From an optimization exercise on the open Yosys and OpenROAD flow, aimed at small area, a short achievable clock period and few clock cycles per item; shortcuts taken in it are not production practice. Only simulation tests tie the RTL to the original design; equivalence was not proved.

==> design/flow/run.sh <==
#!/bin/bash
# synth_recipe.tcl (not shown) runs the flow's synth.tcl, then flattens the netlist and writes it again
# the make line also repeats each setting of config.mk as NAME=value (left out here)
make -C /OpenROAD-flow-scripts/flow DESIGN_CONFIG=/design/flow/config.mk WORK_HOME=/design/flow/orfs CLKGATE_MAP_FILE= SYNTH_SCRIPT=/design/flow/synth_recipe.tcl finish
==> design/flow/config.mk <==
export PLATFORM = sky130hd
export DESIGN_NAME = sudoku_sweep_engine
export DESIGN_NICKNAME = sudoku_sweep_engine
export VERILOG_FILES = /design/flow/design.v
export SDC_FILE = /design/flow/constraint.sdc
export NUM_CORES = 4
export LEC_CHECK = 0
export ABC_AREA = 1
export CAP_MARGIN = 20
export CORE_MARGIN = 2
export CORE_UTILIZATION = 62
export SLEW_MARGIN = 20
==> design/flow/constraint.sdc <==
create_clock -name core_clock -period 9.0 [get_ports {i_Clk}]
set_input_delay 1.8000 -clock core_clock [delete_from_list [all_inputs] [get_ports {i_Clk}]]
set_output_delay 1.8000 -clock core_clock [all_outputs]
set_load 0.01 [all_outputs]
==> design/flow/design.v <==
package sudoku_pkg;
    localparam int BOX = 3;
    localparam int D = BOX * BOX;
    localparam int CELLS = D * D;
    typedef logic [D-1:0] cand_t;
    typedef enum logic [1:0] {SOLVED, STALLED, CONTRADICTION, TIMEOUT} scan_status_t;
    function automatic int cell_off(input int r, input int c, input int n);
        cell_off = (r * n + c) * n;
    endfunction
    function automatic int box_pos(input int b);
        case (b)
            5: box_pos = 0;
            7: box_pos = 1;
            8: box_pos = 2;
            6: box_pos = 8;
            default: box_pos = b + 3;
        endcase
    endfunction
    function automatic logic multi9(input logic [8:0] x);
        logic a0, a1, a2, m0, m1, m2;
        a0 = x[0] | x[1] | x[2];
        a1 = x[3] | x[4] | x[5];
        a2 = x[6] | x[7] | x[8];
        m0 = (x[0] & x[1]) | (x[0] & x[2]) | (x[1] & x[2]);
        m1 = (x[3] & x[4]) | (x[3] & x[5]) | (x[4] & x[5]);
        m2 = (x[6] & x[7]) | (x[6] & x[8]) | (x[7] & x[8]);
        multi9 = m0 | m1 | m2 | (a0 & a1) | (a0 & a2) | (a1 & a2);
    endfunction
endpackage
module sweep_cell_update #(
    parameter int N = 9
) (
    input  logic [N-1:0] i_Cell,
    input  logic [N-1:0] i_Agg,
    input  logic         i_Keep,
    output logic [N-1:0] o_Cell,
    output logic         o_Multi,    
    output logic         o_Changed
);
    logic keep;
    assign keep = i_Keep | ~sudoku_pkg::multi9(i_Cell);
    assign o_Cell = keep ? i_Cell : (i_Cell & ~i_Agg);
    assign o_Multi = sudoku_pkg::multi9(o_Cell);
    assign o_Changed = ~keep & ((i_Cell & i_Agg) != '0);
endmodule
module sudoku_sweep_engine #(
    parameter int BOX = 3,
    parameter int MAX_SWEEPS = 32,
    localparam int N = BOX * BOX,
    localparam int BW = $clog2(N),
    localparam int SW = $clog2(MAX_SWEEPS + 1)
) (
    input  logic             i_Clk,
    input  logic             i_Reset,
    input  logic             i_Start,
    input  logic [N*N*N-1:0] i_Grid,
    output logic             o_Busy,
    output logic             o_Done,
    output logic [1:0]       o_Status,
    output logic [SW-1:0]    o_Sweeps,
    output logic [N*N*N-1:0] o_Grid
);
    localparam int TAIL = 3;   
    logic run, start, first, kill;
    logic [N*N*N-1:0] grid_q;
    logic [SW-1:0] sweeps_q;
    logic [1:0] status_q, status;
    logic [N-1:0] chg_box;   
    logic [N*N-1:0] chg_tail, chg_hd;
    logic [N*N*N-1:0] grid_new, grid_next, grid_post;
    logic [N*N*N-1:0] sol_pre, sol_post;
    logic [N*N-1:0] multi_pre, multi_post, multi_new, cell_zero;
    logic [N*BOX*N-1:0] rseg_pre, rseg_post, cseg_pre, cseg_post;
    logic [N*N-1:0] box_pre;
    assign start = i_Start & ~o_Busy;
    assign o_Busy = run & ~kill;
    assign o_Done = run & kill;
    assign o_Grid = grid_new;
    assign o_Sweeps = run ? sweeps_q + SW'(1) : sweeps_q;
    assign o_Status = run ? status : status_q;
    genvar r, c, k;
    generate
        for (r = 0; r < N; r++) begin : g_r
            for (c = 0; c < N; c++) begin : g_c
                localparam int O = sudoku_pkg::cell_off(r, c, N);
                assign multi_pre[r*N + c] = sudoku_pkg::multi9(grid_q[O +: N]);
                assign sol_pre[O +: N] = multi_pre[r*N + c] ? '0 : grid_q[O +: N];
                assign sol_post[O +: N] = multi_post[r*N + c] ? '0 : grid_post[O +: N];
            end
        end
        for (r = 0; r < N; r++) begin : g_rs
            for (k = 0; k < BOX; k++) begin : g_k
                assign rseg_pre[(r*BOX + k)*N +: N] =
                    sol_pre[sudoku_pkg::cell_off(r, k*BOX, N) +: N] |
                    sol_pre[sudoku_pkg::cell_off(r, k*BOX + 1, N) +: N] |
                    sol_pre[sudoku_pkg::cell_off(r, k*BOX + 2, N) +: N];
                assign rseg_post[(r*BOX + k)*N +: N] =
                    sol_post[sudoku_pkg::cell_off(r, k*BOX, N) +: N] |
                    sol_post[sudoku_pkg::cell_off(r, k*BOX + 1, N) +: N] |
                    sol_post[sudoku_pkg::cell_off(r, k*BOX + 2, N) +: N];
            end
        end
        for (c = 0; c < N; c++) begin : g_cs
            for (k = 0; k < BOX; k++) begin : g_k
                assign cseg_pre[(c*BOX + k)*N +: N] =
                    sol_pre[sudoku_pkg::cell_off(k*BOX, c, N) +: N] |
                    sol_pre[sudoku_pkg::cell_off(k*BOX + 1, c, N) +: N] |
                    sol_pre[sudoku_pkg::cell_off(k*BOX + 2, c, N) +: N];
                assign cseg_post[(c*BOX + k)*N +: N] =
                    sol_post[sudoku_pkg::cell_off(k*BOX, c, N) +: N] |
                    sol_post[sudoku_pkg::cell_off(k*BOX + 1, c, N) +: N] |
                    sol_post[sudoku_pkg::cell_off(k*BOX + 2, c, N) +: N];
            end
        end
        for (r = 0; r < BOX; r++) begin : g_br
            for (c = 0; c < BOX; c++) begin : g_bc
                localparam int B = r*BOX + c;
                logic [BOX*N-1:0] row_agg, col_agg;
                logic [N-1:0] box_or;
                assign box_or = rseg_pre[((r*BOX + 0)*BOX + c)*N +: N] |
                                rseg_pre[((r*BOX + 1)*BOX + c)*N +: N] |
                                rseg_pre[((r*BOX + 2)*BOX + c)*N +: N];
                for (k = 0; k < BOX; k++) begin : g_k
                    logic [BOX*N-1:0] rt, ct;
                    genvar j;
                    for (j = 0; j < BOX; j++) begin : g_j
                        assign rt[j*N +: N] = j == c ? '0 : sudoku_pkg::box_pos(r*BOX + j) < sudoku_pkg::box_pos(B) ?
                            rseg_post[((r*BOX + k)*BOX + j)*N +: N] : rseg_pre[((r*BOX + k)*BOX + j)*N +: N];
                        assign ct[j*N +: N] = j == r ? '0 : sudoku_pkg::box_pos(j*BOX + c) < sudoku_pkg::box_pos(B) ?
                            cseg_post[((c*BOX + k)*BOX + j)*N +: N] : cseg_pre[((c*BOX + k)*BOX + j)*N +: N];
                    end
                    assign row_agg[k*N +: N] = rt[0 +: N] | rt[N +: N] | rt[2*N +: N] | box_or;
                    assign col_agg[k*N +: N] = ct[0 +: N] | ct[N +: N] | ct[2*N +: N];
                end
                for (k = 0; k < N; k++) begin : g_cell
                    localparam int CR = r*BOX + k/BOX;
                    localparam int CC = c*BOX + k%BOX;
                    localparam int O = sudoku_pkg::cell_off(CR, CC, N);
                    logic [N-1:0] cell_new;
                    logic cell_chg;
                    sweep_cell_update #(.N(N)) u_cell (
                        .i_Cell   (grid_q[O +: N]),
                        .i_Agg    (row_agg[(k/BOX)*N +: N] | col_agg[(k%BOX)*N +: N]),
                        .i_Keep   (sudoku_pkg::box_pos(B) < TAIL ? ~run | first : ~run),
                        .o_Cell   (cell_new),
                        .o_Multi  (multi_post[CR*N + CC]),
                        .o_Changed(cell_chg)
                    );
                    assign grid_post[O +: N] = cell_new;
                    if (sudoku_pkg::box_pos(B) < TAIL) begin : g_tail
                        assign grid_new[O +: N] = cell_new;
                        assign grid_next[O +: N] = cell_new;
                        assign chg_tail[CR*N + CC] = cell_chg;
                        assign chg_hd[CR*N + CC] = 1'b0;
                        assign multi_new[CR*N + CC] = multi_post[CR*N + CC];
                    end else begin : g_head
                        assign grid_new[O +: N] = grid_q[O +: N];
                        assign grid_next[O +: N] = grid_q[O +: N] & (cell_new | {N{kill}});
                        assign chg_tail[CR*N + CC] = 1'b0;
                        assign chg_hd[CR*N + CC] = cell_chg;
                        assign multi_new[CR*N + CC] = multi_pre[CR*N + CC];
                    end
                    assign cell_zero[CR*N + CC] = grid_new[O +: N] == '0;
                end
            end
        end
    endgenerate
    logic any_zero, all_one, chg, last, term;
    assign any_zero = |cell_zero;
    assign all_one = ~|multi_new;
    assign chg = (|chg_box) | (|chg_tail);
    assign last = sweeps_q == SW'(MAX_SWEEPS - 1);
    assign term = any_zero | all_one | ~chg | last;
    assign kill = ~first & term;
    assign status = any_zero ? 2'd2 : all_one ? 2'd0 : ~chg ? 2'd1 : 2'd3;
    always_ff @(posedge i_Clk or posedge i_Reset) begin
        if (i_Reset) begin
            run <= 1'b0;
        end else begin
            if (start) run <= 1'b1;
            else if (kill) run <= 1'b0;
        end
    end
    function automatic logic [N*N-1:0] box_mask(input int b);
        box_mask = '0;
        for (int i = 0; i < N; i++)
            box_mask[((b/BOX)*BOX + i/BOX)*N + (b%BOX)*BOX + i%BOX] = 1'b1;
    endfunction
    always_ff @(posedge i_Clk) begin
        grid_q <= start ? i_Grid : grid_next;
        first <= start;
        for (int b = 0; b < N; b++)
            chg_box[b] <= |(chg_hd & box_mask(b));
        if (start) sweeps_q <= '0;
        else if (run & ~first) sweeps_q <= sweeps_q + SW'(1);
        if (run) status_q <= status;
    end
endmodule
==> results of run 1 <==
-- Yosys cell counts (18+ instances only) --
| master | number | share of area [%] |
|---|---|---|
| nand2_1 | 5551 | 28 |
| nand3_1 | 2025 | 14 |
| inv_1 | 1116 | 5.7 |
| nor2_1 | 993 | 5.1 |
| dfxtp_1 | 744 | 20 |
| a21oi_1 | 553 | 3.8 |
| nand4_1 | 428 | 3.6 |
| o21ai_0 | 407 | 2.8 |
| inv_2 | 232 | 1.2 |
| nand2_2 | 182 | 1.6 |
| nor2_2 | 103 | 0.88 |
| nor2_4 | 103 | 1.6 |
| nand3_2 | 98 | 1.3 |
| nand2_4 | 77 | 1.2 |
| clkbuf_1 | 72 | 0.37 |
| a221oi_1 | 65 | 0.78 |
| buf_2 | 65 | 0.44 |
| nand3b_1 | 64 | 0.65 |
| buf_4 | 61 | 0.62 |
| or2_1 | 55 | 0.47 |
| o211ai_1 | 48 | 0.49 |
| o22ai_1 | 48 | 0.41 |
| nor3_1 | 46 | 0.31 |
| a22o_1 | 43 | 0.51 |
| o21ai_1 | 40 | 0.27 |
| a21oi_2 | 29 | 0.35 |
| buf_6 | 26 | 0.40 |
| nor4_1 | 20 | 0.17 |
| and2_1 | 19 | 0.16 |
| o21ai_2 | 18 | 0.21 |
-- cells by family after synthesis --
kind of cell | after synthesis
buffers and inverters | 1615
adder cells (fa/ha/maj) | 1
AND/OR/NAND/NOR | 9805
AO/OA/AOI/OAI | 1306
flip-flops | 745
XOR/XNOR | 6
==> flow_summary.toml, run 1 <==
[yosys]
yosys_most_used_dff = "dfxtp_1"
ys_seq_area_share_pct = 20.3
synthSimpleGateAreaFrac_pct = 59.7
ys_warn_count = 2
async_flop_share_pct = 0.134
synth_edf_count = 0
syn_avg_cell_area_um2 = 5.45
ys_seq_elements = 745
synth_xor_area_share_pct = 0.0715
synth-compound-area-share_pct = 10.4
muxShareOfSynthArea_pct = 0
netlist_instances = 13478
synth_top_family_by_area = "simple AND/OR/NAND/NOR gates"
synth_cell_type_count = 68
netlist_area_mm2 = 0.0735
syn_nets = 14211
synth_adder_area_share_pct = 0.0170

[floorplanning]
die_h_um = 348
rows = 126
die_x_um = 348
initial_core_util_pct = 62.4

[status]
tool.error = "[ERROR PPL-0024] Number of IO pins (1471) exceeds maximum number of available positions (1258). Increase the die perimeter from 1392.80um to 2000.56um."
haltStage = "I/O pin placement"
outcome = "stopped before the end"
Testbench counts, summed over its fixed seeds: cycles 11,491, puzzles 2,400.
==> run 2, diff against run 1 <==
--- a/design/flow/config.mk
+++ b/design/flow/config.mk
@@ -6,7 +6,7 @@
 export NUM_CORES = 4
 export LEC_CHECK = 0
 export ABC_AREA = 1
-export CAP_MARGIN = 20
+export CAP_MARGIN = 30
 export CORE_MARGIN = 2
-export CORE_UTILIZATION = 62
-export SLEW_MARGIN = 20
+export CORE_UTILIZATION = 55
+export SLEW_MARGIN = 40
==> run 2 against run 1 <==
Compared with the run above: the flow again stops in I/O pin placement; synthesized cell count unchanged; synthesized area unchanged.
==> flow_summary.toml, run 2 <==
[yosys]
yosys_most_used_dff = "dfxtp_1"
syn_avg_cell_area_um2 = 5.45
ys_seq_area_share_pct = 20.3
ys_warn_count = 2
netlist_instances = 13478
syn_nets = 14211
yosys.area.top_type = "nand2_1"
synthSimpleGateAreaFrac_pct = 59.7
synth_commonest_cells = "5,551 x nand2_1, 2,025 x nand3_1, 1,116 x inv_1"
synth_top_family_by_area = "simple AND/OR/NAND/NOR gates"
netlist.area_leader.share_pct = 28.4
async_flop_share_pct = 0.134
synth_area_leaders = "nand2_1 28%, dfxtp_1 20%, nand3_1 14%"
yosysMostFrequentCell = "nand2_1"
synth_adder_area_share_pct = 0.0170
muxShareOfSynthArea_pct = 0
synth_edf_count = 0
synth_cell_type_count = 68
synth_xor_area_share_pct = 0.0715
ys_seq_elements = 745
netlist_area_mm2 = 0.0735
synth-compound-area-share_pct = 10.4

[status]
outcome = "stopped before the end"
tool.error = "[ERROR PPL-0024] Number of IO pins (1471) exceeds maximum number of available positions (1336). Increase the die perimeter from 1477.78um to 2000.56um."
haltStage = "I/O pin placement"

[floorplanning]
die_h_um = 369
die_x_um = 369
initial_core_util_pct = 55.2
rows = 134
## run 2: cell counts after synthesis
No cell type changed its count.
## run 2: cells by family after synthesis
family / after synthesis
AOI/OAI and AO/OA: 1306
xor gates and xnor gates: 6
adders and majority gates: 1
buffers and inverters: 1615
DFF: 745
and+or+nand+nor: 9805
==> run 3, diff against run 2 <==
--- a/design/flow/config.mk
+++ b/design/flow/config.mk
@@ -8,5 +8,5 @@
 export ABC_AREA = 1
 export CAP_MARGIN = 30
 export CORE_MARGIN = 2
-export CORE_UTILIZATION = 55
+export CORE_UTILIZATION = 45
 export SLEW_MARGIN = 40
==> run 3 against run 2 <==
Compared with the run above: synthesized cell count unchanged; synthesized area stayed put; the run fails in global routing.
==> flow_summary.toml, run 3 <==
[cts]
numCtsBuffers = 90
clockRootBuffer = "clkbuf_16"
htree_levels = 3
cts_setup_buffers = 0
cts_hold_buf = 0
cts.sinks = 745
clockBufferDepth = 3

[global_routing]
grt_pass1_vias = 109140
grt_max_degree = 156
grt_pass1_wl_um = 862000
gr-usage-all-layers_pct = 72.9
grt_overflow = 30

[status]
haltStage = "global routing"
tool.error = "[ERROR GRT-0116] Global routing finished with congestion. Check the congestion regions in the DRC Viewer."
outcome = "stopped before the end"

[yosys]
ys_seq_elements = 745
yosysMostFrequentCell = "nand2_1"
synth_commonest_cells = "5,551 x nand2_1, 2,025 x nand3_1, 1,116 x inv_1"
synth_edf_count = 0
netlist.area_leader.share_pct = 28.4
synthSimpleGateAreaFrac_pct = 59.7
async_flop_share_pct = 0.134
syn_nets = 14211
yosys_most_used_dff = "dfxtp_1"
syn_avg_cell_area_um2 = 5.45
synth_top_family_by_area = "simple AND/OR/NAND/NOR gates"
synth-compound-area-share_pct = 10.4
netlist_area_mm2 = 0.0735
ys_warn_count = 2
synth_area_leaders = "nand2_1 28%, dfxtp_1 20%, nand3_1 14%"
synth_adder_area_share_pct = 0.0170
synth_cell_type_count = 68
muxShareOfSynthArea_pct = 0
netlist_instances = 13478
synth_xor_area_share_pct = 0.0715
yosys.area.top_type = "nand2_1"
ys_seq_area_share_pct = 20.3

[floorplanning]
die_x_um = 408
rows = 148
pin_count = 1471
die_h_um = 408
initial_core_util_pct = 45.2

[placement]
hpwl_um = 506000
io_buffers = 1470
gp_congestion = 1.46
dpl.cell_count = 17204
==> run 3: per-stage QoR <==
stage	setup WS (ns)	instance area, um^2	utilization [%]	hold WS [ns]
floorplan	3.50	73500	-	0.491
global placement	-0.282	91800	56.5	0.528
detailed placement	0.0111	91800	56.6	0.534
CTS	0.00145	95200	58.6	0.544
==> run 3: timing repair <==
item                                    CTS
endpoints found under the hold margin     0
gates cloned                              0
endpoints found under the setup margin    4
gates resized for setup                  41
==> run 3: cell families after synthesis <==
logic type | count (synthesis)
compound gates | 1306
buf+inv | 1615
flops | 745
fa+ha+maj | 1
simple gates | 9805
xor+xnor | 6
==> run 3: per-layer routing <==
metal / GRT overflow / track usage, %
met2: 17 / 89.3
met1: 0 / 73.0
met4: 13 / 73.9
met3: 0 / 56.7
met5: 0 / 27.8
==> run 3: how the worst max path moves through the flow <==
stage	startpoint	endpoint	slack [ns]
after global placement	grid_q[79]$_DFF_P_	o_Status[1]	-0.28
after CTS	grid_q[223]$_DFF_P_	o_Status[0]	0.001
after floorplan	grid_q[279]$_DFF_P_	o_Busy	3.50
after detailed placement	grid_q[79]$_DFF_P_	o_Status[0]	0.01
==> run 4, diff against run 3 <==
--- a/design/flow/config.mk
+++ b/design/flow/config.mk
@@ -5,8 +5,7 @@
 export SDC_FILE = /design/flow/constraint.sdc
 export NUM_CORES = 4
 export LEC_CHECK = 0
-export ABC_AREA = 1
 export CAP_MARGIN = 30
 export CORE_MARGIN = 2
-export CORE_UTILIZATION = 45
+export CORE_UTILIZATION = 43
 export SLEW_MARGIN = 40
==> run 4 against run 3 <==
Compared with the run above: the flow again stops in global routing; synthesized cell count is 14% lower; synthesized area is 4.7% higher.
==> flow_summary.toml, run 4 <==
[status]
outcome = "stopped before the end"
haltStage = "global routing"
tool.error = "[ERROR GRT-0116] Global routing finished with congestion. Check the congestion regions in the DRC Viewer."

[yosys]
async_flop_share_pct = 0.134
yosys_most_used_dff = "dfxtp_1"
ys_warn_count = 2
ys_seq_elements = 745
netlist_area_mm2 = 0.0769
yosys.area.top_type = "dfxtp_1"
synth_edf_count = 0
synth_cell_type_count = 134
synth_area_leaders = "dfxtp_1 19%, nand2_1 9.7%, o21ai_0 4.9%"
netlist_instances = 11615
netlist.area_leader.share_pct = 19.4
syn_nets = 12348
synth_commonest_cells = "1,995 x nand2_1, 753 x o21ai_0, 744 x dfxtp_1"
syn_avg_cell_area_um2 = 6.62
yosysMostFrequentCell = "nand2_1"
ys_seq_area_share_pct = 19.4

[global_routing]
grt_max_degree = 103
gr-usage-all-layers_pct = 93.6
grt_overflow = 5164
grt_pass1_wl_um = 1250000
grt_pass1_vias = 149355

[cts]
numCtsBuffers = 88
clockRootBuffer = "clkbuf_16"
htree_levels = 3
clockBufferDepth = 3
cts.sinks = 745

[floorplanning]
die_x_um = 427
rows = 155
die_h_um = 427
initial_core_util_pct = 43.2
pin_count = 1471

[placement]
io_buffers = 1470
hpwl_um = 657000
gp_congestion = 1.76
## run 4: how the worst max path moves through the flow
stage	cells after the start	slack (ns)	end
global placement	28	-0.82	grid_q[229]$_DFF_P_
CTS	25	-0.02	o_Busy
detailed placement	24	-0.65	o_Busy
floorplan	27	0.88	o_Busy
## run 4: repair_timing
action / CTS
endpoints found under the setup margin: 377
pin swaps: 69
gates cloned: 1
setup buffers: 46
resized for setup: 341
hold buffers: 0
## run 4: cells by family after synthesis
group / synth area share (%)
adder cells (fa/ha/maj): 1.44
multiplexers: 0.0293
buffers and inverters: 6.19
AO/OA/AOI/OAI: 34.7
flip-flops: 19.4
AND/OR/NAND/NOR: 38.1
XOR/XNOR: 0.114
## run 4: layer usage
layer,track usage (%),overflow
met4,92.4,1281
met1,91.3,467
met5,75.1,51
met3,86.4,477
met2,104,2888
## run 4: per-stage QoR
step	instances	setup slack, ns	area, um^2
CTS	18390	-0.0226	124000
detailed placement	18182	-0.647	119000
global placement	18172	-0.823	118000
floorplan	11615	0.881	76900
==> run 5, diff against run 4 <==
--- a/design/flow/config.mk
+++ b/design/flow/config.mk
@@ -5,7 +5,8 @@
 export SDC_FILE = /design/flow/constraint.sdc
 export NUM_CORES = 4
 export LEC_CHECK = 0
+export ABC_AREA = 1
 export CAP_MARGIN = 30
 export CORE_MARGIN = 2
-export CORE_UTILIZATION = 43
+export CORE_UTILIZATION = 38
 export SLEW_MARGIN = 40
==> run 5 against run 4 <==
Compared with the run above: now fails the layout checks on negative setup slack; synthesized area down 4.5%; synthesized cell count up 16%.
==> flow_summary.toml, run 5 <==
[finish]
final_nets = 16091
stdcell_count = 18025
final_common_cell = "nand2_1"
syn2layout_area_growth_pct = 33.5
reg_top3 = "grid_q x729, chg_box x6, sweeps_q x6"
fillers = 20065
top_register = "grid_q"
layout_common_cells = "5,545 x nand2_1, 2,002 x nand3_1, 1,470 x clkdlybuf4s50_1"
final_core_util_pct = 51.0
fin_area_mm2 = 0.0981
drive_gt1_share_pct = 11.4
largest_register_ffs = 729

[setup_path]
rrSetupSlack_ns = -0.56
startpoint = "grid_q[567]$_DFF_P_"
crit_path_end_kind = "flop"
r2r_cells = 33
crit_slowest_cell = "dfxtp_1"
endpoint = "chg_box[6]$_DFF_P_"
cp.required_ns = 9.68
regToRegEndpoint = "chg_box[6]$_DFF_P_"
slowest_delay_ns = 0.78
cp.arrival_ns = 10.24
cpMostUsedCell = "nand2_1"
criticalPathCategory = "reg -> reg"
critPathMaxFanout = 9
r2r-start = "grid_q[567]$_DFF_P_"
critPathLaunchType = "flop"

[placement]
hpwl_um = 548000
placed_area_mm2 = 0.0940
io_buffers = 1470
dpl.cell_count = 17783
gp_congestion = 1.32

[sta]
finalCritPeriodShare_pct = 106
setup_ws_ns = -0.563
fmax_mhz = 105
tightest_slew_ns = 1.06
hold_viol = 0
clock-skew-final_ns = 0.0552
holdWs_ns = 0.505
setup_viol = 6
report.final.slew_viol_count = 0
period_minus_slack_ns = 9.56
timing.slew.headroom_pct = 28.9

[cts]
cts_tree = "yes"
cts.sinks = 745
numCtsBuffers = 90
insertion_delay_ns = 0.83
clockRootBuffer = "clkbuf_16"
cts_hold_buf = 0
htree_levels = 3
clockBufferDepth = 3
clk_pin_slew_ns = 0.07

[yosys]
synth_commonest_cells = "5,551 x nand2_1, 2,025 x nand3_1, 1,116 x inv_1"
netlist.area_leader.share_pct = 28.4
ys_warn_count = 2
yosysMostFrequentCell = "nand2_1"
synth_edf_count = 0
netlist_area_mm2 = 0.0735
syn_nets = 14211
synth_area_leaders = "nand2_1 28%, dfxtp_1 20%, nand3_1 14%"
yosys_most_used_dff = "dfxtp_1"
yosys.area.top_type = "nand2_1"
netlist_instances = 13478
synth_cell_type_count = 68
ys_seq_elements = 745
async_flop_share_pct = 0.134
ys_seq_area_share_pct = 20.3
syn_avg_cell_area_um2 = 5.45

[routing]
drc = 0
drt_iter0_markers = 21041
vias = 115608
routed_wl_um = 653000
viasPerCell = 6.41
routedWlPerCell_um = 36.2
drt-pass1-iter-count = 12
ant_nets = 0

[global_routing]
grt_max_degree = 170
grt_overflow = 0
gr-usage-all-layers_pct = 63.0
grt_antenna_before_repair = 83
grt_pass1_vias = 103694
grt_pass1_wl_um = 862000

[worst_hold_path]
hp-start = "status_q[0]$_DFF_P_"
hold_path.class = "reg -> reg"

[floorplanning]
coreArea_mm2 = 0.192
die_x_um = 444
die_h_um = 444
pin_count = 1471
rows = 161
dieArea_mm2 = 0.197
initial_core_util_pct = 38.2

[status]
outcome = "complete, but fails checks"
violations = "negative setup slack"

[job]
drv_cap = 0
## run 5: stage by stage
stage / TNS [ns] / worst slack (ns)
final: -1.16 / -0.563
after floorplan: 0 / 3.50
after CTS: 0 / 0.0155
after global routing: -0.0574 / -0.0503
after detailed placement: 0 / 0.431
after global placement: 0 / 0.439
## run 5: cell families (layout without fill, tap and decap cells)
group | count (synthesis) | in the layout | share of synthesized area (%)
adder cells (fa/ha/maj) | 1 | 1 | 0.0170
AND/OR/NAND/NOR | 9805 | 9805 | 59.7
flip-flops | 745 | 745 | 20.3
other | 0 | 63 | 0
XOR/XNOR | 6 | 6 | 0.0715
buffers and inverters | 1615 | 3573 | 9.53
AO/OA/AOI/OAI | 1306 | 1306 | 10.4
## run 5: final cells by class
type / count / area, um^2 / share of cell area [%]
clock inverter: 49 / 678 / 0.691
antenna: 63 / 158 / 0.161
clock buffer: 121 / 2650 / 2.70
multi-input combinational: 11118 / 52100 / 53.1
tap: 2526 / 3160 / 3.22
timing repair buffer: 2050 / 19300 / 19.7
sequential: 745 / 15000 / 15.2
inverter: 1353 / 5110 / 5.21
## run 5: how the worst min path moves through the flow
stage | endpoint | slack, ns | cells past startpoint
2_1_floorplan | status_q[1]$_DFF_P_ | 0.49 | 2
3_3_place_gp | status_q[0]$_DFF_P_ | 0.48 | 1
3_5_place_dp | status_q[0]$_DFF_P_ | 0.47 | 1
4_1_cts | status_q[0]$_DFF_P_ | 0.49 | 1
5_1_grt | status_q[0]$_DFF_P_ | 0.53 | 1
6_report | status_q[0]$_DFF_P_ | 0.50 | 1
## run 5: worst max-delay path, delay by kind of cell, from the launching register on
kind | cells | cell delay [ns]
compound gates | 4 | 1.71
buf+inv | 2 | 0.35
simple gates | 27 | 6.53
flops | 1 | 0.78
## run 5: per-layer routing
metal	vias up	global-route usage (%)	wire length, um
met5	-	1.95	716
met4	54	68.6	93400
met3	3898	32.1	106000
met2	11318	84.5	242000
met1	52520	67.6	211000
li1	47818	-	-
## run 5: repair_timing
item / in CTS / in global routing
cloned: 0 / 0
buffers inserted: 0 / 9
resized for setup: 23 / 97
setup endpoints to repair: 4 / 4
pin swaps: 0 / 9
==> run 6, diff against run 5 <==
--- a/design/flow/design.v
+++ b/design/flow/design.v
@@ -78,6 +78,11 @@
     assign o_Grid = grid_new;
     assign o_Sweeps = run ? sweeps_q + SW'(1) : sweeps_q;
     assign o_Status = run ? status : status_q;
+    function automatic logic [N*N-1:0] box_mask(input int b);
+        box_mask = '0;
+        for (int i = 0; i < N; i++)
+            box_mask[((b/BOX)*BOX + i/BOX)*N + (b%BOX)*BOX + i%BOX] = 1'b1;
+    endfunction
     genvar r, c, k;
     generate
         for (r = 0; r < N; r++) begin : g_r
@@ -166,13 +171,20 @@
         end
     endgenerate
     logic any_zero, all_one, chg, last, term;
-    assign any_zero = |cell_zero;
-    assign all_one = ~|multi_new;
-    assign chg = (|chg_box) | (|chg_tail);
+    logic zero_e, multi_e, chg_e, zero_8, multi_8, chg_8;
+    assign zero_e = |(cell_zero & ~box_mask(8));
+    assign multi_e = |(multi_new & ~box_mask(8));
+    assign chg_e = (|chg_box) | (|(chg_tail & ~box_mask(8)));
+    assign zero_8 = |(cell_zero & box_mask(8));
+    assign multi_8 = |(multi_new & box_mask(8));
+    assign chg_8 = |(chg_tail & box_mask(8));
+    assign any_zero = zero_e | zero_8;
+    assign all_one = ~multi_e & ~multi_8;
+    assign chg = chg_e | chg_8;
     assign last = sweeps_q == SW'(MAX_SWEEPS - 1);
     assign term = any_zero | all_one | ~chg | last;
     assign kill = ~first & term;
-    assign status = any_zero ? 2'd2 : all_one ? 2'd0 : ~chg ? 2'd1 : 2'd3;
+    assign status = {any_zero | (~all_one & chg), ~any_zero & ~all_one};
     always_ff @(posedge i_Clk or posedge i_Reset) begin
         if (i_Reset) begin
             run <= 1'b0;
@@ -181,11 +193,6 @@
             else if (kill) run <= 1'b0;
         end
     end
-    function automatic logic [N*N-1:0] box_mask(input int b);
-        box_mask = '0;
-        for (int i = 0; i < N; i++)
-            box_mask[((b/BOX)*BOX + i/BOX)*N + (b%BOX)*BOX + i%BOX] = 1'b1;
-    endfunction
     always_ff @(posedge i_Clk) begin
         grid_q <= start ? i_Grid : grid_next;
         first <= start;
--- a/design/flow/config.mk
+++ b/design/flow/config.mk
@@ -6,7 +6,7 @@
 export NUM_CORES = 4
 export LEC_CHECK = 0
 export ABC_AREA = 1
-export CAP_MARGIN = 30
+export CAP_MARGIN = 25
 export CORE_MARGIN = 2
-export CORE_UTILIZATION = 38
-export SLEW_MARGIN = 40
+export CORE_UTILIZATION = 40
+export SLEW_MARGIN = 25
==> run 6 against run 5 <==
Compared with the run above: synthesized area decreased by 1.0%; the run now fails in global routing; synthesized cell count increased by 1.5%.
==> flow_summary.toml, run 6 <==
[cts]
cts_hold_buf = 0
cts.sinks = 745
cts_setup_buffers = 0
htree_levels = 3
clockRootBuffer = "clkbuf_16"
numCtsBuffers = 90
clockBufferDepth = 3

[yosys]
ys_seq_elements = 745
syn_nets = 14413
netlist_instances = 13680
yosys.area.top_type = "nand2_1"
ys_warn_count = 2
synth_area_leaders = "nand2_1 31%, dfxtp_1 20%, nand3_1 14%"
yosys_most_used_dff = "dfxtp_1"
yosysMostFrequentCell = "nand2_1"
synth_commonest_cells = "5,945 x nand2_1, 1,961 x nand3_1, 1,126 x inv_1"
synth_edf_count = 0
netlist_area_mm2 = 0.0727
netlist.area_leader.share_pct = 30.7
async_flop_share_pct = 0.134
ys_seq_area_share_pct = 20.5
syn_avg_cell_area_um2 = 5.31
synth_cell_type_count = 64

[floorplanning]
initial_core_util_pct = 40.2
rows = 156
pin_count = 1471
die_x_um = 430
die_h_um = 430

[placement]
placed_area_mm2 = 0.0913
hpwl_um = 521000
io_buffers = 1470
dpl.cell_count = 17602
gp_congestion = 1.40

[global_routing]
grt_overflow = 6
gr-usage-all-layers_pct = 68.9
grt_max_degree = 203

[status]
tool.error = "[ERROR GRT-0232] Routing congestion too high. Check the congestion heatmap in the GUI."
haltStage = "global routing"
outcome = "stopped before the end"
[run 6: per-stage QoR]
step                setup WS, ns  setup TNS, ns  hold slack (ns)  util, %
floorplan                   3.19              0            0.484        -
global placement          -0.619          -2.39            0.499     50.5
detailed placement        -0.504          -1.61            0.496     50.5
CTS                      0.00221              0            0.516     52.4
[run 6: what timing repair did]
action                                  4_1_cts
pin swaps                                     3
cloned                                        0
endpoints found under the setup margin        7
endpoints found under the hold margin         0
gates resized for setup                     119
[run 6: metal layers]
| layer | GRT overflow | GRT usage [%] |
|---|---|---|
| met4 | 2 | 69.2 |
| met5 | 0 | 19.9 |
| met3 | 0 | 49.0 |
| met2 | 4 | 88.2 |
| met1 | 0 | 69.4 |
[run 6: worst max-delay path by stage]
| stage | from | cells past startpoint | end | slack (ns) |
|---|---|---|---|---|
| 3_3_place_gp | grid_q[250]$_DFF_P_ | 27 | o_Busy | -0.62 |
| 3_5_place_dp | grid_q[250]$_DFF_P_ | 27 | o_Busy | -0.50 |
| 4_1_cts | grid_q[142]$_DFF_P_ | 33 | o_Busy | 0.002 |
| 2_1_floorplan | grid_q[369]$_DFF_P_ | 27 | o_Done | 3.19 |
[run 6: kinds of logic after synthesis]
group	count (synthesis)	synth area share [%]
AO/OA/AOI/OAI	1379	11.1
XOR/XNOR	6	0.0723
flip-flops	745	20.5
buffers and inverters	1648	9.78
AND/OR/NAND/NOR	9901	58.5
adder cells (fa/ha/maj)	1	0.0172
Testbench counts of run 6, summed over its fixed seeds: cycles 11,491, puzzles 2,400.
==> run 7, diff against run 6 <==
--- a/design/flow/design.v
+++ b/design/flow/design.v
@@ -16,7 +16,7 @@
             default: box_pos = b + 3;
         endcase
     endfunction
-    function automatic logic multi9(input logic [8:0] x);
+    function automatic logic [1:0] count9(input logic [8:0] x);
         logic a0, a1, a2, m0, m1, m2;
         a0 = x[0] | x[1] | x[2];
         a1 = x[3] | x[4] | x[5];
@@ -24,24 +24,28 @@
         m0 = (x[0] & x[1]) | (x[0] & x[2]) | (x[1] & x[2]);
         m1 = (x[3] & x[4]) | (x[3] & x[5]) | (x[4] & x[5]);
         m2 = (x[6] & x[7]) | (x[6] & x[8]) | (x[7] & x[8]);
-        multi9 = m0 | m1 | m2 | (a0 & a1) | (a0 & a2) | (a1 & a2);
+        count9 = {~(a0 | a1 | a2), m0 | m1 | m2 | (a0 & a1) | (a0 & a2) | (a1 & a2)};
     endfunction
 endpackage
 module sweep_cell_update #(
     parameter int N = 9
 ) (
     input  logic [N-1:0] i_Cell,
+    input  logic         i_Multi,    
     input  logic [N-1:0] i_Agg,
     input  logic         i_Keep,
     output logic [N-1:0] o_Cell,
     output logic         o_Multi,    
+    output logic         o_Zero,     
     output logic         o_Changed
 );
     logic keep;
-    assign keep = i_Keep | ~sudoku_pkg::multi9(i_Cell);
-    assign o_Cell = keep ? i_Cell : (i_Cell & ~i_Agg);
-    assign o_Multi = sudoku_pkg::multi9(o_Cell);
-    assign o_Changed = ~keep & ((i_Cell & i_Agg) != '0);
+    logic [N-1:0] hit;
+    assign keep = i_Keep | ~i_Multi;
+    assign hit = i_Cell & i_Agg;
+    assign o_Cell = keep ? i_Cell : (i_Cell & ~hit);
+    assign {o_Zero, o_Multi} = sudoku_pkg::count9(o_Cell);
+    assign o_Changed = ~keep & (hit != '0);
 endmodule
 module sudoku_sweep_engine #(
     parameter int BOX = 3,
@@ -69,7 +73,7 @@
     logic [N*N-1:0] chg_tail, chg_hd;
     logic [N*N*N-1:0] grid_new, grid_next, grid_post;
     logic [N*N*N-1:0] sol_pre, sol_post;
-    logic [N*N-1:0] multi_pre, multi_post, multi_new, cell_zero;
+    logic [N*N-1:0] multi_pre, multi_post, multi_new, zero_pre, zero_post, cell_zero;
     logic [N*BOX*N-1:0] rseg_pre, rseg_post, cseg_pre, cseg_post;
     logic [N*N-1:0] box_pre;
     assign start = i_Start & ~o_Busy;
@@ -88,7 +92,7 @@
         for (r = 0; r < N; r++) begin : g_r
             for (c = 0; c < N; c++) begin : g_c
                 localparam int O = sudoku_pkg::cell_off(r, c, N);
-                assign multi_pre[r*N + c] = sudoku_pkg::multi9(grid_q[O +: N]);
+                assign {zero_pre[r*N + c], multi_pre[r*N + c]} = sudoku_pkg::count9(grid_q[O +: N]);
                 assign sol_pre[O +: N] = multi_pre[r*N + c] ? '0 : grid_q[O +: N];
                 assign sol_post[O +: N] = multi_post[r*N + c] ? '0 : grid_post[O +: N];
             end
@@ -145,10 +149,12 @@
                     logic cell_chg;
                     sweep_cell_update #(.N(N)) u_cell (
                         .i_Cell   (grid_q[O +: N]),
+                        .i_Multi  (multi_pre[CR*N + CC]),
                         .i_Agg    (row_agg[(k/BOX)*N +: N] | col_agg[(k%BOX)*N +: N]),
                         .i_Keep   (sudoku_pkg::box_pos(B) < TAIL ? ~run | first : ~run),
                         .o_Cell   (cell_new),
                         .o_Multi  (multi_post[CR*N + CC]),
+                        .o_Zero   (zero_post[CR*N + CC]),
                         .o_Changed(cell_chg)
                     );
                     assign grid_post[O +: N] = cell_new;
@@ -158,14 +164,15 @@
                         assign chg_tail[CR*N + CC] = cell_chg;
                         assign chg_hd[CR*N + CC] = 1'b0;
                         assign multi_new[CR*N + CC] = multi_post[CR*N + CC];
+                        assign cell_zero[CR*N + CC] = zero_post[CR*N + CC];
                     end else begin : g_head
                         assign grid_new[O +: N] = grid_q[O +: N];
                         assign grid_next[O +: N] = grid_q[O +: N] & (cell_new | {N{kill}});
                         assign chg_tail[CR*N + CC] = 1'b0;
                         assign chg_hd[CR*N + CC] = cell_chg;
                         assign multi_new[CR*N + CC] = multi_pre[CR*N + CC];
+                        assign cell_zero[CR*N + CC] = zero_pre[CR*N + CC];
                     end
-                    assign cell_zero[CR*N + CC] = grid_new[O +: N] == '0;
                 end
             end
         end
--- a/design/flow/config.mk
+++ b/design/flow/config.mk
@@ -6,7 +6,8 @@
 export NUM_CORES = 4
 export LEC_CHECK = 0
 export ABC_AREA = 1
-export CAP_MARGIN = 25
+export CAP_MARGIN = 30
 export CORE_MARGIN = 2
-export CORE_UTILIZATION = 40
-export SLEW_MARGIN = 25
+export CORE_UTILIZATION = 32
+export SETUP_SLACK_MARGIN = 1.0
+export SLEW_MARGIN = 40
==> run 7 against run 6 <==
Compared with the run above: the run now finishes clean; synthesized area shrank 2.4%; synthesized cell count fell by 1.1%.
==> flow_summary.toml, run 7 <==
[setup_path]
slowest_delay_ns = 0.57
critPathMaxFanout = 6
criticalPathCategory = "reg -> out"
crit_slowest_cell = "dfxtp_1"
r2r-start = "grid_q[510]$_DFF_P_"
cpMostUsedCell = "nand2_1"
cp.required_ns = 7.20
critPathLaunchType = "flop"
crit_family = "simple AND/OR/NAND/NOR gates"
cp.arrival_ns = 6.34
crit_path_end_kind = "output pin"
startpoint = "grid_q[224]$_DFF_P_"
cp_num_buf_inv = 7

[yosys]
syn_avg_cell_area_um2 = 5.25
ys_warn_count = 2
ys_seq_elements = 745
synth_edf_count = 0
ys_seq_area_share_pct = 21.0
async_flop_share_pct = 0.134
netlist.area_leader.share_pct = 29.8
synth_commonest_cells = "5,641 x nand2_1, 1,953 x nand3_1, 1,152 x nor2_1"
synth_top_family_by_area = "simple AND/OR/NAND/NOR gates"
synth_adder_area_share_pct = 0.0176
syn_nets = 14259
yosysMostFrequentCell = "nand2_1"
synthSimpleGateAreaFrac_pct = 57.3
muxShareOfSynthArea_pct = 0
synth_cell_type_count = 58
synth_area_leaders = "nand2_1 30%, dfxtp_1 21%, nand3_1 14%"
yosys_most_used_dff = "dfxtp_1"
netlist_instances = 13526
yosys.area.top_type = "nand2_1"
synth_xor_area_share_pct = 0.0741
synth-compound-area-share_pct = 12.3
netlist_area_mm2 = 0.0710

[finish]
top_register = "grid_q"
syn2layout_area_growth_pct = 52.6
fillers = 23025
final_nets = 16814
reg_top3 = "grid_q x729, chg_box x6, sweeps_q x6"
drive_gt1_share_pct = 19.8
final_common_cell = "nand2_1"
layout_common_cells = "5,365 x nand2_1, 1,575 x nand3_1, 1,466 x clkdlybuf4s50_1"
final_core_util_pct = 49.2
largest_register_ffs = 729

[routing]
vias = 116651
drt_iter0_markers = 19109
routedWlPerCell_um = 35.7
ant_nets = 0
drt-pass1-iter-count = 12
routed_wl_um = 685000
drc = 0
viasPerCell = 6.08

[cts]
clockBufferDepth = 3
cts.sinks = 745
insertion_delay_ns = 0.84
htree_levels = 3
cts_hold_buf = 0
cts_tree = "yes"
clk_pin_slew_ns = 0.06
numCtsBuffers = 98
clockRootBuffer = "clkbuf_16"

[sta]
tightest_slew_ns = 0.975
period_minus_slack_ns = 8.14
rsz0062_at_grt = "yes"
finalCritPeriodShare_pct = 90.4
report.final.slew_viol_count = 0
setup_viol = 0
fmax_mhz = 123
timing.slew.headroom_pct = 34.8
clock-skew-final_ns = 0.0458
setup_tns_ns = 0
hold_viol = 0

[global_routing]
grt_pass1_wl_um = 886000
grt_pass1_vias = 104693
grt_antenna_before_repair = 66
grt_max_degree = 186
gr-usage-all-layers_pct = 57.3
grt_overflow = 0

[floorplanning]
die_h_um = 475
die_x_um = 475
pin_count = 1471
dieArea_mm2 = 0.226
rows = 172
coreArea_mm2 = 0.220
initial_core_util_pct = 32.2

[placement]
gp_congestion = 1.25
hpwl_um = 584000
io_buffers = 1470

[job]
drv_cap = 0

[worst_hold_path]
hp-start = "status_q[0]$_DFF_P_"
hold_path.class = "reg -> reg"

[status]
outcome = "finished clean"
-- run 7: cell count changes after synthesis, sizes merged, moves of 23 or more --
cell	change
o211ai	-51
a221oi	+36
nor2	+41
and2	+23
a21boi	-48
o21ai	+267
nand4	-97
nand2	-309
nand3	-32
clkbuf	+28
-- run 7: final cells by class --
type	instances	area, um^2	share of cell area (%)
Clock inverter	60	890	0.821
Inverter	1361	5200	4.80
Tap cell	2958	3700	3.42
Sequential cell	745	15400	14.2
Timing Repair inverter	2	15.0	0.0139
Multi-Input combinational cell	11163	55200	51.0
Clock buffer	121	2690	2.49
Timing Repair Buffer	2710	25100	23.1
Antenna cell	60	150	0.139
-- run 7: metal layers --
layer	global-route usage, %	share of wire (%)	vias up
met3	25.4	15	3441
met4	59.8	13	30
met1	62.4	33	53505
met2	79.9	38	10315
li1	-	-	49360
met5	0.130	0.063	-
-- run 7: per-stage QoR --
stage	std cells	instance area, um^2	hold WS [ns]	setup WS (ns)
5_1_grt	19148	108000	0.494	0.880
3_5_place_dp	18680	96100	0.452	-0.701
2_1_floorplan	13526	71000	0.484	3.30
6_report	19180	108000	0.466	0.860
4_1_cts	18954	104000	0.465	0.935
3_3_place_gp	18680	96100	0.440	-0.766
-- run 7: worst reg2reg max path, delay by kind of cell, from the launching register on --
kind | cells | cell delay (ns)
buffers and inverters | 3 | 0.50
AND/OR/NAND/NOR | 31 | 6.70
AO/OA/AOI/OAI | 1 | 0.19
flip-flops | 1 | 0.58
-- run 7: kinds of logic after synthesis --
logic type | after synthesis
XOR/XNOR | 6
AO/OA/AOI/OAI | 1578
flip-flops | 745
AND/OR/NAND/NOR | 9555
buffers and inverters | 1641
adder cells (fa/ha/maj) | 1
-- run 7: final timing paths --
check	end	slack [ns]	cells after the start
worst max-delay path	o_Busy	0.86	37
worst min-delay path	status_q[0]$_DFF_P_	0.47	2
worst max register to register	chg_box[4]$_DFF_P_	0.92	35
worst min register to register	status_q[0]$_DFF_P_	0.47	2
max in group asynchronous	run$_DFFE_PP0P_	7.66	2
min in group asynchronous	run$_DFFE_PP0P_	1.24	2
-- run 7: timing repair --
action | in CTS | in global routing
gates resized for setup | 975 | 784
setup endpoints to repair | 823 | 11
pin swaps | 127 | 229
cloned | 8 | 18
buffers inserted | 85 | 146
Testbench counts of run 7, summed over its fixed seeds: cycles 11,491, puzzles 2,400.
==> run 8, diff against run 7 <==
--- a/design/flow/design.v
+++ b/design/flow/design.v
@@ -69,7 +69,8 @@
     logic [N*N*N-1:0] grid_q;
     logic [SW-1:0] sweeps_q;
     logic [1:0] status_q, status;
-    logic [N-1:0] chg_box;   
+    logic [BOX-1:0] chg_box;
+    logic [BOX*N-1:0] chg_cell;
     logic [N*N-1:0] chg_tail, chg_hd;
     logic [N*N*N-1:0] grid_new, grid_next, grid_post;
     logic [N*N*N-1:0] sol_pre, sol_post;
@@ -181,7 +182,7 @@
     logic zero_e, multi_e, chg_e, zero_8, multi_8, chg_8;
     assign zero_e = |(cell_zero & ~box_mask(8));
     assign multi_e = |(multi_new & ~box_mask(8));
-    assign chg_e = (|chg_box) | (|(chg_tail & ~box_mask(8)));
+    assign chg_e = (|chg_box) | (|chg_cell) | (|(chg_tail & ~box_mask(8)));
     assign zero_8 = |(cell_zero & box_mask(8));
     assign multi_8 = |(multi_new & box_mask(8));
     assign chg_8 = |(chg_tail & box_mask(8));
@@ -203,8 +204,12 @@
     always_ff @(posedge i_Clk) begin
         grid_q <= start ? i_Grid : grid_next;
         first <= start;
-        for (int b = 0; b < N; b++)
-            chg_box[b] <= |(chg_hd & box_mask(b));
+        chg_box <= {|(chg_hd & box_mask(3)), |(chg_hd & box_mask(1)), |(chg_hd & box_mask(0))};
+        for (int i = 0; i < N; i++) begin
+            chg_cell[i]       <= chg_hd[i/BOX*N + BOX*2 + i%BOX];         
+            chg_cell[N + i]   <= chg_hd[(BOX + i/BOX)*N + BOX + i%BOX];   
+            chg_cell[2*N + i] <= chg_hd[(2*BOX + i/BOX)*N + i%BOX];       
+        end
         if (start) sweeps_q <= '0;
         else if (run & ~first) sweeps_q <= sweeps_q + SW'(1);
         if (run) status_q <= status;
--- a/design/flow/config.mk
+++ b/design/flow/config.mk
@@ -9,5 +9,5 @@
 export CAP_MARGIN = 30
 export CORE_MARGIN = 2
 export CORE_UTILIZATION = 32
-export SETUP_SLACK_MARGIN = 1.0
+export SETUP_SLACK_MARGIN = 0.6
 export SLEW_MARGIN = 40
==> run 8 against run 7 <==
Compared with the run above: core utilization down 2.8 points; final area down 1.2%; critical endpoint is now grid_q[293]$_DFF_P_; clock skew up 0.011 ns; critical path depth down 8; cell count up 1.3%; sequential share of layout area up 0.57 points; via count up 2.7%.
==> flow_summary.toml, run 8 <==
[status]
outcome = "finished clean"

[placement]
pre_cts_slack_ns = 0.370
hpwl_um = 603000
gp_congestion = 1.30
io_buffers = 1470

[yosys]
netlist_instances = 14045
ys_warn_count = 2
yosysMostFrequentCell = "nand2_1"
yosys.area.top_type = "nand2_1"
synth_area_leaders = "nand2_1 28%, dfxtp_1 21%, nand3_1 20%"
async_flop_share_pct = 0.130
ys_seq_area_share_pct = 20.7
syn_nets = 14778
netlist_area_mm2 = 0.0744
ys_seq_elements = 769
netlist.area_leader.share_pct = 27.9
synth_cell_type_count = 66
synth_commonest_cells = "5,518 x nand2_1, 3,005 x nand3_1, 1,137 x inv_1"
syn_avg_cell_area_um2 = 5.29
yosys_most_used_dff = "dfxtp_1"
synth_edf_count = 0

[floorplanning]
die_h_um = 486
rows = 176
die_x_um = 486
coreArea_mm2 = 0.231
dieArea_mm2 = 0.236
pin_count = 1471
initial_core_util_pct = 32.3

[setup_path]
slowest_delay_ns = 0.60
crit_slowest_cell = "inv_1"
crit_family = "simple AND/OR/NAND/NOR gates"
cp.arrival_ns = 9.39
critPathMaxFanout = 10
r2r_cells = 29
cpMostUsedCell = "nand2_1"
cp_num_buf_inv = 2
startpoint = "grid_q[83]$_DFF_P_"
r2r-start = "grid_q[83]$_DFF_P_"
critPathLaunchType = "flop"
rrSetupSlack_ns = 0.34
regToRegEndpoint = "grid_q[293]$_DFF_P_"
crit_path_end_kind = "flop"
cp.required_ns = 9.72
criticalPathCategory = "reg -> reg"

[cts]
htree_levels = 3
numCtsBuffers = 98
cts.sinks = 769
clockBufferDepth = 3
insertion_delay_ns = 0.85
clockRootBuffer = "clkbuf_16"
clk_pin_slew_ns = 0.07
cts_tree = "yes"

[sta]
fmax_mhz = 115
setup_tns_ns = 0
holdWs_ns = 0.487
rsz0062_at_grt = "yes"
finalCritPeriodShare_pct = 96.3
tightest_slew_ns = 1.02
timing.slew.headroom_pct = 31.4
setup_viol = 0
period_minus_slack_ns = 8.66
report.final.slew_viol_count = 0
clock-skew-final_ns = 0.0571
setup_ws_ns = 0.335
hold_viol = 0

[global_routing]
grt_antenna_before_repair = 87
grt_overflow = 0
gr-usage-all-layers_pct = 57.2
grt_pass1_vias = 106591
grt_pass1_wl_um = 926000
grt_max_degree = 173

[worst_hold_path]
hp-start = "status_q[1]$_DFF_P_"
min_path_cells = 2
hold_path.class = "reg -> reg"
hold_end = "status_q[1]$_DFF_P_"

[finish]
largest_register_ffs = 729
drive_gt1_share_pct = 16.0
reg_top3 = "grid_q x729, chg_cell x27, sweeps_q x6"
syn2layout_area_growth_pct = 43.9
fillers = 25229
layout_common_cells = "5,451 x nand2_1, 2,606 x nand3_1, 1,466 x clkdlybuf4s50_1"
top_register = "grid_q"
final_nets = 16996
final_common_cell = "nand2_1"
final_core_util_pct = 46.4

[routing]
ant_nets = 0
highest_layer = "met5"
vias = 119787
drt-pass1-iter-count = 14
wl_met3_um = 104000
dr_wl_met2_um = 275000
routed_wl_um = 717000
viasPerCell = 6.16
drc = 0
routedWlPerCell_um = 36.9
drt_iter0_markers = 19053
wl_met1_um = 240000

[job]
drv_cap = 0
run 8: cell types whose count changed in the layout (fill, tap and decap cells not counted), sizes merged, moves of 17 or more:
| cell | delta |
|---|---|
| a21oi | +51 |
| and2 | -26 |
| buf | -243 |
| dfxtp | +24 |
| inv | +59 |
| nand2 | -151 |
| nand3 | +1054 |
| nand4 | -104 |
| nor2 | -37 |
| o21ai | -412 |
| o22ai | -17 |
run 8: final cells by class:
| class | count | area, um^2 | area share, % |
|---|---|---|---|
| timing repair buffer | 2465 | 22800 | 21.3 |
| sequential | 769 | 15800 | 14.8 |
| clock inverter | 48 | 541 | 0.505 |
| tap | 3026 | 3790 | 3.54 |
| inverter | 1414 | 5340 | 4.99 |
| multi-input combinational | 11515 | 55800 | 52.1 |
| clock buffer | 132 | 2790 | 2.60 |
| antenna | 66 | 165 | 0.154 |
run 8: worst min-delay path, stage by stage (launching register included):
cell	delay, ns
dfxtp_1	0.30
nor2_1	0.08
a21oi_1	0.06
run 8: metrics by stage:
| stage | instances | instance area, um^2 |
|---|---|---|
| final | 19435 | 107000 |
| after CTS | 19244 | 103000 |
| after floorplan | 14045 | 74400 |
| after detailed placement | 19021 | 97300 |
| after global routing | 19397 | 107000 |
| after global placement | 19018 | 97200 |
run 8: cells by family (layout without fill, tap and decap cells):
kind of cell,Yosys count,after routing,share of synthesized area (%)
flops,769,769,20.7
other cells,0,66,0
fa+ha+maj,1,1,0.0168
compound gates,1201,1204,9.40
buf+inv,1783,4059,10.3
xor+xnor,6,6,0.0707
simple gates,10285,10304,59.5
run 8: what timing repair did:
item / 4_1_cts / 5_1_grt
hold buffers: 0 / 0
pin swaps: 33 / 100
cloned: 3 / 19
buffers inserted: 40 / 104
setup endpoints to repair: 10 / 154
resized for setup: 540 / 669
run 8: worst max path at each step:
stage	endpoint	depth (start not counted)
2_1_floorplan	o_Busy	35
3_3_place_gp	o_Busy	35
3_5_place_dp	o_Status[0]	29
4_1_cts	o_Busy	37
5_1_grt	o_Done	38
6_report	grid_q[293]$_DFF_P_	29
run 8: layer usage:
layer,vias up,track usage (%)
met5,-,0.857
met4,40,61.1
met3,3385,25.3
met2,10458,79.1
met1,55395,62.4
li1,50509,-
Testbench counts of run 8, summed over its fixed seeds: cycles 11,491, puzzles 2,400.

what the ideal ports hide:
No port has a modelled driver above. Below, the same layouts with a new extraction and two added sets of constraints.
Step 1, drivers: a clkbuf_16 drives i_Clk and a buf_2 each remaining input, both assumed.
Step 2, shift: input delay + t, output delay - t, t = (earliest + latest rising clock arrival at the registers) / 2. This alone moves slack from input paths to output paths.
Three values: no drivers, after step 1, after step 2; two values: the first two.
| run | shift t [ns] | setup WS [ns] | hold WS [ns] | worst setup path after step 2 | worst slew at a driven data input, ns |
|---|---|---|---|---|---|
| run 5 | 0.919 | -0.563 / -0.563 / -0.563 | 0.505 / 0.505 / 0.505 | register to register | 0.65 |
| run 7 | 0.919 | 0.860 / 0.753 / 0.921 | 0.466 / 0.466 / 0.466 | register to register | 0.34 |
| run 8 | 0.938 | 0.335 / 0.240 / 0.335 | 0.487 / 0.487 / 0.487 | register to register | 0.37 |
